Context: an optimization exercise on an open-source flow, tuned for small area, a short achievable clock period and few clock cycles per item. The choices shown serve that exercise and are no tape-out recipe. The RTL was checked by simulation tests, not by an equivalence proof against the original design. No activity file was given, so power comes from the tool's default toggle rates.

== run A ==
==> flow/design.v <==
package merge_sort_pkg;
  typedef struct packed {
    logic [32-1:0] key;
    logic [32-1:0] value;
  } record_t;
  typedef struct packed {
    logic [2-1:0] way;
    record_t                        rec;
  } in_beat_t;
endpackage
`timescale 1ns/1ps
module merge_sort_tree (
  input  logic                                   CLK,
  input  logic                                   RST,
  input  logic                                   i_in_valid,
  input  logic [2+32+32-1:0] i_in_beat,
  output wire [(1 << 2)-1:0]   o_way_full,
  input  logic                                   i_out_full,
  output logic [32+32-1:0] o_out_rec,
  output logic                                   o_out_valid
);
  localparam int KW    = 32;
  localparam int REC_W = 32 + 32;
  logic [REC_W-1:0] head [0:3];    
  logic [3:0]       hv;            
  logic [3:0]       sel;           
  logic             bef [0:3][0:3];  
  logic             full_prev;     
  wire [1:0]       in_way = i_in_beat[REC_W +: 2];
  wire [KW-1:0]    in_key = i_in_beat[REC_W-1 -: KW];
  wire [3:0]       we;
  wire             pop;
  logic [3:0]      in_bef;         
  logic            nb [0:3][0:3];  
  logic [3:0]      sel_nxt;
  function automatic logic key_before(input logic [KW-1:0] a,
                                      input logic [KW-1:0] b,
                                      input logic          tie);
    logic [31:0] g0, p0;
    logic [15:0] g1, p1;
    logic [7:0]  g2, p2;
    logic [3:0]  g3, p3;
    logic [1:0]  g4, p4;
    g0 = ~a & b;
    p0 = ~a | b;
    for (int i = 0; i < 16; i++) begin
      g1[i] = g0[2*i+1] | (p0[2*i+1] & g0[2*i]);
      p1[i] = p0[2*i+1] & p0[2*i];
    end
    for (int i = 0; i < 8; i++) begin
      g2[i] = g1[2*i+1] | (p1[2*i+1] & g1[2*i]);
      p2[i] = p1[2*i+1] & p1[2*i];
    end
    for (int i = 0; i < 4; i++) begin
      g3[i] = g2[2*i+1] | (p2[2*i+1] & g2[2*i]);
      p3[i] = p2[2*i+1] & p2[2*i];
    end
    for (int i = 0; i < 2; i++) begin
      g4[i] = g3[2*i+1] | (p3[2*i+1] & g3[2*i]);
      p4[i] = p3[2*i+1] & p3[2*i];
    end
    key_before = g4[1] | (p4[1] & (g4[0] | (p4[0] & tie)));
  endfunction
  assign pop = (&hv) & !full_prev;
  for (genvar w = 0; w < 4; w++) begin : g_we
    assign we[w] = i_in_valid && (in_way == w);
    assign o_way_full[w] = hv[w] && !(pop && sel[w]);
  end
  always_comb begin
    o_out_rec = '0;
    for (int w = 0; w < 4; w++) begin
      if (sel[w]) o_out_rec = o_out_rec | head[w];
    end
  end
  assign o_out_valid = pop;
  always_comb begin
    for (int j = 0; j < 4; j++) begin
      in_bef[j] = key_before(in_key, head[j][REC_W-1 -: KW], in_way > j);
    end
  end
  always_comb begin
    for (int i = 0; i < 4; i++) begin
      nb[i][i] = 1'b1;
      for (int j = i + 1; j < 4; j++) begin
        if (we[i])      nb[i][j] = in_bef[j];
        else if (we[j]) nb[i][j] = !in_bef[i];
        else            nb[i][j] = bef[i][j];
        nb[j][i] = !nb[i][j];
      end
    end
    for (int i = 0; i < 4; i++) begin
      sel_nxt[i] = 1'b1;
      for (int j = 0; j < 4; j++) begin
        if (j != i) sel_nxt[i] = sel_nxt[i] & nb[i][j];
      end
    end
  end
  always_ff @(posedge CLK) begin
    for (int w = 0; w < 4; w++) begin
      if (we[w]) head[w] <= i_in_beat[REC_W-1:0];
    end
    for (int i = 0; i < 4; i++) begin
      for (int j = i + 1; j < 4; j++) begin
        bef[i][j] <= nb[i][j];
      end
    end
    sel       <= sel_nxt;
    full_prev <= i_out_full;
  end
  always_ff @(posedge CLK) begin
    if (RST) begin
      hv <= '0;
    end else begin
      hv <= we | (hv & ~({4{pop}} & sel));
    end
  end
endmodule
clock: 4.5 ns
lec_check: 0
cap_margin: 20
core_margin: 2
core_utilization: 55
cts_buf_list: sky130_fd_sc_hd__clkbuf_8
cts_cluster_diameter: 60
cts_cluster_size: 16
setup_slack_margin: 1.75
slew_margin: 20
standard.sh (not shown) runs the stock make flow with config.mk's settings and CLKGATE_MAP_FILE= SYNTH_SCRIPT=/design/flow/synth_recipe.tcl, a recipe that flattens the netlist after the stock synthesis.
==> flow/flow/run.sh <==
#!/bin/bash
# The standard layout with two changes to how it is made:
# - the port buffers are plain buf_1 cells instead of the default delay
#   buffer (every port still gets its buffer);
# - slow gates (wide and/or stacks and similar) are added to the platform's
#   don't-use list, so synthesis and repair pick faster cells;
# - clock tree synthesis runs with the settings of config.mk but without
#   dummy loads on the clock tree's leaf buffers.
# The platform's own don't-use cells stay on the list.
set -euo pipefail
PLATFORM_DONT_USE="sky130_fd_sc_hd__probe_p_8 sky130_fd_sc_hd__probec_p_8 sky130_fd_sc_hd__lpflow_bleeder_1 sky130_fd_sc_hd__lpflow_clkbufkapwr_1 sky130_fd_sc_hd__lpflow_clkbufkapwr_16 sky130_fd_sc_hd__lpflow_clkbufkapwr_2 sky130_fd_sc_hd__lpflow_clkbufkapwr_4 sky130_fd_sc_hd__lpflow_clkbufkapwr_8 sky130_fd_sc_hd__lpflow_clkinvkapwr_1 sky130_fd_sc_hd__lpflow_clkinvkapwr_16 sky130_fd_sc_hd__lpflow_clkinvkapwr_2 sky130_fd_sc_hd__lpflow_clkinvkapwr_4 sky130_fd_sc_hd__lpflow_clkinvkapwr_8 sky130_fd_sc_hd__lpflow_decapkapwr_12 sky130_fd_sc_hd__lpflow_decapkapwr_3 sky130_fd_sc_hd__lpflow_decapkapwr_4 sky130_fd_sc_hd__lpflow_decapkapwr_6 sky130_fd_sc_hd__lpflow_decapkapwr_8 sky130_fd_sc_hd__lpflow_inputiso0n_1 sky130_fd_sc_hd__lpflow_inputiso0p_1 sky130_fd_sc_hd__lpflow_inputiso1n_1 sky130_fd_sc_hd__lpflow_inputiso1p_1 sky130_fd_sc_hd__lpflow_inputisolatch_1 sky130_fd_sc_hd__lpflow_isobufsrc_1 sky130_fd_sc_hd__lpflow_isobufsrc_16 sky130_fd_sc_hd__lpflow_isobufsrc_2 sky130_fd_sc_hd__lpflow_isobufsrc_4 sky130_fd_sc_hd__lpflow_isobufsrc_8 sky130_fd_sc_hd__lpflow_isobufsrckapwr_16 sky130_fd_sc_hd__lpflow_lsbuf_lh_hl_isowell_tap_1 sky130_fd_sc_hd__lpflow_lsbuf_lh_hl_isowell_tap_2 sky130_fd_sc_hd__lpflow_lsbuf_lh_hl_isowell_tap_4 sky130_fd_sc_hd__lpflow_lsbuf_lh_isowell_4 sky130_fd_sc_hd__lpflow_lsbuf_lh_isowell_tap_1 sky130_fd_sc_hd__lpflow_lsbuf_lh_isowell_tap_2 sky130_fd_sc_hd__lpflow_lsbuf_lh_isowell_tap_4"
SLOW_GATES="sky130_fd_sc_hd__a2111o_1 sky130_fd_sc_hd__a2111o_2 sky130_fd_sc_hd__a2111o_4 sky130_fd_sc_hd__a2111oi_0 sky130_fd_sc_hd__a2111oi_1 sky130_fd_sc_hd__a2111oi_2 sky130_fd_sc_hd__a2111oi_4 sky130_fd_sc_hd__a222oi_1 sky130_fd_sc_hd__a2bb2o_1 sky130_fd_sc_hd__a2bb2o_2 sky130_fd_sc_hd__a2bb2o_4 sky130_fd_sc_hd__a2bb2oi_1 sky130_fd_sc_hd__a2bb2oi_2 sky130_fd_sc_hd__a2bb2oi_4 sky130_fd_sc_hd__a311o_1 sky130_fd_sc_hd__a311o_2 sky130_fd_sc_hd__a311o_4 sky130_fd_sc_hd__a311oi_1 sky130_fd_sc_hd__a311oi_2 sky130_fd_sc_hd__a311oi_4 sky130_fd_sc_hd__a32o_1 sky130_fd_sc_hd__a32o_2 sky130_fd_sc_hd__a32o_4 sky130_fd_sc_hd__a32oi_1 sky130_fd_sc_hd__a32oi_2 sky130_fd_sc_hd__a32oi_4 sky130_fd_sc_hd__a41o_1 sky130_fd_sc_hd__a41o_2 sky130_fd_sc_hd__a41o_4 sky130_fd_sc_hd__a41oi_1 sky130_fd_sc_hd__a41oi_2 sky130_fd_sc_hd__a41oi_4 sky130_fd_sc_hd__and4_1 sky130_fd_sc_hd__and4_2 sky130_fd_sc_hd__and4_4 sky130_fd_sc_hd__and4b_1 sky130_fd_sc_hd__and4b_2 sky130_fd_sc_hd__and4b_4 sky130_fd_sc_hd__and4bb_1 sky130_fd_sc_hd__and4bb_2 sky130_fd_sc_hd__and4bb_4 sky130_fd_sc_hd__nand4_1 sky130_fd_sc_hd__nand4_2 sky130_fd_sc_hd__nand4_4 sky130_fd_sc_hd__nand4b_1 sky130_fd_sc_hd__nand4b_2 sky130_fd_sc_hd__nand4b_4 sky130_fd_sc_hd__nand4bb_1 sky130_fd_sc_hd__nand4bb_2 sky130_fd_sc_hd__nand4bb_4 sky130_fd_sc_hd__nor4_1 sky130_fd_sc_hd__nor4_2 sky130_fd_sc_hd__nor4_4 sky130_fd_sc_hd__nor4b_1 sky130_fd_sc_hd__nor4b_2 sky130_fd_sc_hd__nor4b_4 sky130_fd_sc_hd__nor4bb_1 sky130_fd_sc_hd__nor4bb_2 sky130_fd_sc_hd__nor4bb_4 sky130_fd_sc_hd__o2111a_1 sky130_fd_sc_hd__o2111a_2 sky130_fd_sc_hd__o2111a_4 sky130_fd_sc_hd__o2111ai_1 sky130_fd_sc_hd__o2111ai_2 sky130_fd_sc_hd__o2111ai_4 sky130_fd_sc_hd__o2bb2a_1 sky130_fd_sc_hd__o2bb2a_2 sky130_fd_sc_hd__o2bb2a_4 sky130_fd_sc_hd__o2bb2ai_1 sky130_fd_sc_hd__o2bb2ai_2 sky130_fd_sc_hd__o2bb2ai_4 sky130_fd_sc_hd__o311a_1 sky130_fd_sc_hd__o311a_2 sky130_fd_sc_hd__o311a_4 sky130_fd_sc_hd__o311ai_0 sky130_fd_sc_hd__o311ai_1 sky130_fd_sc_hd__o311ai_2 sky130_fd_sc_hd__o311ai_4 sky130_fd_sc_hd__o32a_1 sky130_fd_sc_hd__o32a_2 sky130_fd_sc_hd__o32a_4 sky130_fd_sc_hd__o32ai_1 sky130_fd_sc_hd__o32ai_2 sky130_fd_sc_hd__o32ai_4 sky130_fd_sc_hd__o41a_1 sky130_fd_sc_hd__o41a_2 sky130_fd_sc_hd__o41a_4 sky130_fd_sc_hd__o41ai_1 sky130_fd_sc_hd__o41ai_2 sky130_fd_sc_hd__o41ai_4 sky130_fd_sc_hd__or4_1 sky130_fd_sc_hd__or4_2 sky130_fd_sc_hd__or4_4 sky130_fd_sc_hd__or4b_1 sky130_fd_sc_hd__or4b_2 sky130_fd_sc_hd__or4b_4 sky130_fd_sc_hd__or4bb_1 sky130_fd_sc_hd__or4bb_2 sky130_fd_sc_hd__or4bb_4  sky130_fd_sc_hd__a211o_1 sky130_fd_sc_hd__a211o_2 sky130_fd_sc_hd__a211o_4 sky130_fd_sc_hd__a211oi_1 sky130_fd_sc_hd__a211oi_2 sky130_fd_sc_hd__a211oi_4 sky130_fd_sc_hd__a21bo_1 sky130_fd_sc_hd__a21bo_2 sky130_fd_sc_hd__a21bo_4 sky130_fd_sc_hd__a21boi_0 sky130_fd_sc_hd__a21boi_1 sky130_fd_sc_hd__a21boi_2 sky130_fd_sc_hd__a21boi_4 sky130_fd_sc_hd__a221o_1 sky130_fd_sc_hd__a221o_2 sky130_fd_sc_hd__a221o_4 sky130_fd_sc_hd__a221oi_1 sky130_fd_sc_hd__a221oi_2 sky130_fd_sc_hd__a221oi_4 sky130_fd_sc_hd__and3_1 sky130_fd_sc_hd__and3_2 sky130_fd_sc_hd__and3_4 sky130_fd_sc_hd__and3b_1 sky130_fd_sc_hd__and3b_2 sky130_fd_sc_hd__and3b_4 sky130_fd_sc_hd__nor3_1 sky130_fd_sc_hd__nor3_2 sky130_fd_sc_hd__nor3_4 sky130_fd_sc_hd__nor3b_1 sky130_fd_sc_hd__nor3b_2 sky130_fd_sc_hd__nor3b_4 sky130_fd_sc_hd__o211a_1 sky130_fd_sc_hd__o211a_2 sky130_fd_sc_hd__o211a_4 sky130_fd_sc_hd__o211ai_1 sky130_fd_sc_hd__o211ai_2 sky130_fd_sc_hd__o211ai_4 sky130_fd_sc_hd__o21ba_1 sky130_fd_sc_hd__o21ba_2 sky130_fd_sc_hd__o21ba_4 sky130_fd_sc_hd__o21bai_1 sky130_fd_sc_hd__o21bai_2 sky130_fd_sc_hd__o21bai_4 sky130_fd_sc_hd__o221a_1 sky130_fd_sc_hd__o221a_2 sky130_fd_sc_hd__o221a_4 sky130_fd_sc_hd__o221ai_1 sky130_fd_sc_hd__o221ai_2 sky130_fd_sc_hd__o221ai_4 sky130_fd_sc_hd__o22a_1 sky130_fd_sc_hd__o22a_2 sky130_fd_sc_hd__o22a_4 sky130_fd_sc_hd__o22ai_1 sky130_fd_sc_hd__o22ai_2 sky130_fd_sc_hd__o22ai_4 sky130_fd_sc_hd__or3_1 sky130_fd_sc_hd__or3_2 sky130_fd_sc_hd__or3_4 sky130_fd_sc_hd__or3b_1 sky130_fd_sc_hd__or3b_2 sky130_fd_sc_hd__or3b_4 "
bash standard.sh "BUFFER_PORTS_ARGS=-buffer_cell sky130_fd_sc_hd__buf_1" \
  "DONT_USE_CELLS=$PLATFORM_DONT_USE $SLOW_GATES" \
  "CTS_ARGS=-sink_clustering_enable -repair_clock_nets -sink_clustering_size 16 -sink_clustering_max_diameter 60 -buf_list sky130_fd_sc_hd__clkbuf_8 -dont_use_dummy_load" finish > flow_make.log 2>&1
Testbench counts of run A, summed over its fixed seeds: cycles 25,077, items 24,565.
Edits applied to the flow inputs when going from run A to run B:
# run A
export LEC_CHECK = 0
export CAP_MARGIN = 20
export CORE_MARGIN = 2
export CORE_UTILIZATION = 55
export CTS_BUF_LIST = sky130_fd_sc_hd__clkbuf_8
export CTS_CLUSTER_DIAMETER = 60
export CTS_CLUSTER_SIZE = 16
export SETUP_SLACK_MARGIN = 1.75
export SLEW_MARGIN = 20
create_clock -name core_clock -period 4.5 [get_ports {CLK}]
# run B
export LEC_CHECK = 0
export CAP_MARGIN = 10
export CORE_MARGIN = 2
export CORE_UTILIZATION = 55
export CTS_BUF_LIST = sky130_fd_sc_hd__clkbuf_8
export CTS_CLUSTER_DIAMETER = 60
export CTS_CLUSTER_SIZE = 16
export SETUP_SLACK_MARGIN = 1.9
export SLEW_MARGIN = 10
create_clock -name core_clock -period 4.5 [get_ports {CLK}]
## What came out
- Post-route non-filler standard cell count delta (run B -> run A): insignificant
- Run B -> run A: relative area of non-clock buffer cells in the final design flat
- Run B vs. run A: wire length reported by the detailed router went up by 2.4%.
- Run A → run B: fmax increased by about 3% relative to the old numbers, met1 routing resource usage after global routing increased by 0.26 points relative to the old numbers, total number of nets in the final design closely matched the old numbers, fraction of met2 tracks used by global routing increased by 2.9 points relative to the old numbers.
- Going from run A to run B, non-clock inverter total of the final layout shrinks by 1.4%.
#### Input delta (run C over run B)
# run B
export LEC_CHECK = 0
export CAP_MARGIN = 10
export CORE_MARGIN = 2
export CORE_UTILIZATION = 55
export CTS_BUF_LIST = sky130_fd_sc_hd__clkbuf_8
export CTS_CLUSTER_DIAMETER = 60
export CTS_CLUSTER_SIZE = 16
export SETUP_SLACK_MARGIN = 1.9
export SLEW_MARGIN = 10
create_clock -name core_clock -period 4.5 [get_ports {CLK}]
# run C
export LEC_CHECK = 0
export CAP_MARGIN = 20
export CORE_MARGIN = 2
export CORE_UTILIZATION = 62
export CTS_BUF_LIST = sky130_fd_sc_hd__clkbuf_8
export CTS_CLUSTER_DIAMETER = 60
export CTS_CLUSTER_SIZE = 16
export SETUP_SLACK_MARGIN = 1.9
export SLEW_MARGIN = 20
create_clock -name core_clock -period 4.5 [get_ports {CLK}]
## What came out
When run C is measured against run B, its average detailed-routed wire length per instance turns out 0.25 um lower. Looking at end point of the critical path, the o_out_rec[45] result is from run B; the o_out_rec[62] one comes from run C. On clock transition at the register clock pins on the worst setup and hold paths after CTS, run B and run C are basically level. Run C: die footprint is 11% lower than what run B reported. Static leakage: run B and run C compared, lower one is run B. Looking at via count, run C sits 78 above run B.
#### Input delta (run D over run C)
# run C
export LEC_CHECK = 0
export CAP_MARGIN = 20
export CORE_MARGIN = 2
export CORE_UTILIZATION = 62
export CTS_BUF_LIST = sky130_fd_sc_hd__clkbuf_8
export CTS_CLUSTER_DIAMETER = 60
export CTS_CLUSTER_SIZE = 16
export SETUP_SLACK_MARGIN = 1.9
export SLEW_MARGIN = 20
create_clock -name core_clock -period 4.5 [get_ports {CLK}]
# run D
export LEC_CHECK = 0
export CAP_MARGIN = 20
export CORE_MARGIN = 2
export CORE_UTILIZATION = 55
export CTS_BUF_LIST = sky130_fd_sc_hd__clkbuf_8
export CTS_CLUSTER_DIAMETER = 60
export CTS_CLUSTER_SIZE = 16
export SETUP_SLACK_MARGIN = 1.9
export SLEW_MARGIN = 20
create_clock -name core_clock -period 4.5 [get_ports {CLK}]
==> notes.md <==
The run showing the smaller final clock skew is run C.
Of run D and run C, run C shows the lower setup fix buffers added after clock tree synthesis, with run D above it.
Final cycle utilization of the critical path ends up higher on run D.
Comparing run D and run C, power share of the clock group is higher on run D.

## re-timing with driven ports
No port has a modelled driver above. Below, the same layouts with a new extraction and two added sets of constraints. Step 1 sets driving cells, clkbuf_16 on the clock port and buf_2 on the other inputs (assumed; they add their load-dependent delay and slew). Step 2 times the ports against the registers' clock, not the clock port: input delays grow and output delays shrink by t, the midpoint of the rising clock arrivals with the driver on. Slacks: no drivers / after step 1 / after step 2; pairs: no drivers / after step 1.
| run | t, ns | setup WS [ns] | worst hold slack (ns) | worst slew at a driven data input, ns | pins driven straight from the clock port |
|---|---|---|---|---|---|
| run A | 0.573 | 1.879 / 1.839 / 1.331 | 0.456 / 0.443 / 0.462 | 0.08 | 1 |
| run B | 0.576 | 1.954 / 1.911 / 1.436 | 0.437 / 0.418 / 0.481 | 0.07 | 1 |
| run C | 0.576 | 1.964 / 1.925 / 1.378 | 0.454 / 0.445 / 0.458 | 0.07 | 1 |
| run D | 0.576 | 1.954 / 1.911 / 1.436 | 0.437 / 0.418 / 0.481 | 0.07 | 1 |
After both steps every run listed still meets setup and hold. For run C, which loses most, drivers alone change the setup slack by -0.039 ns; drivers and shift together by -0.586 ns.
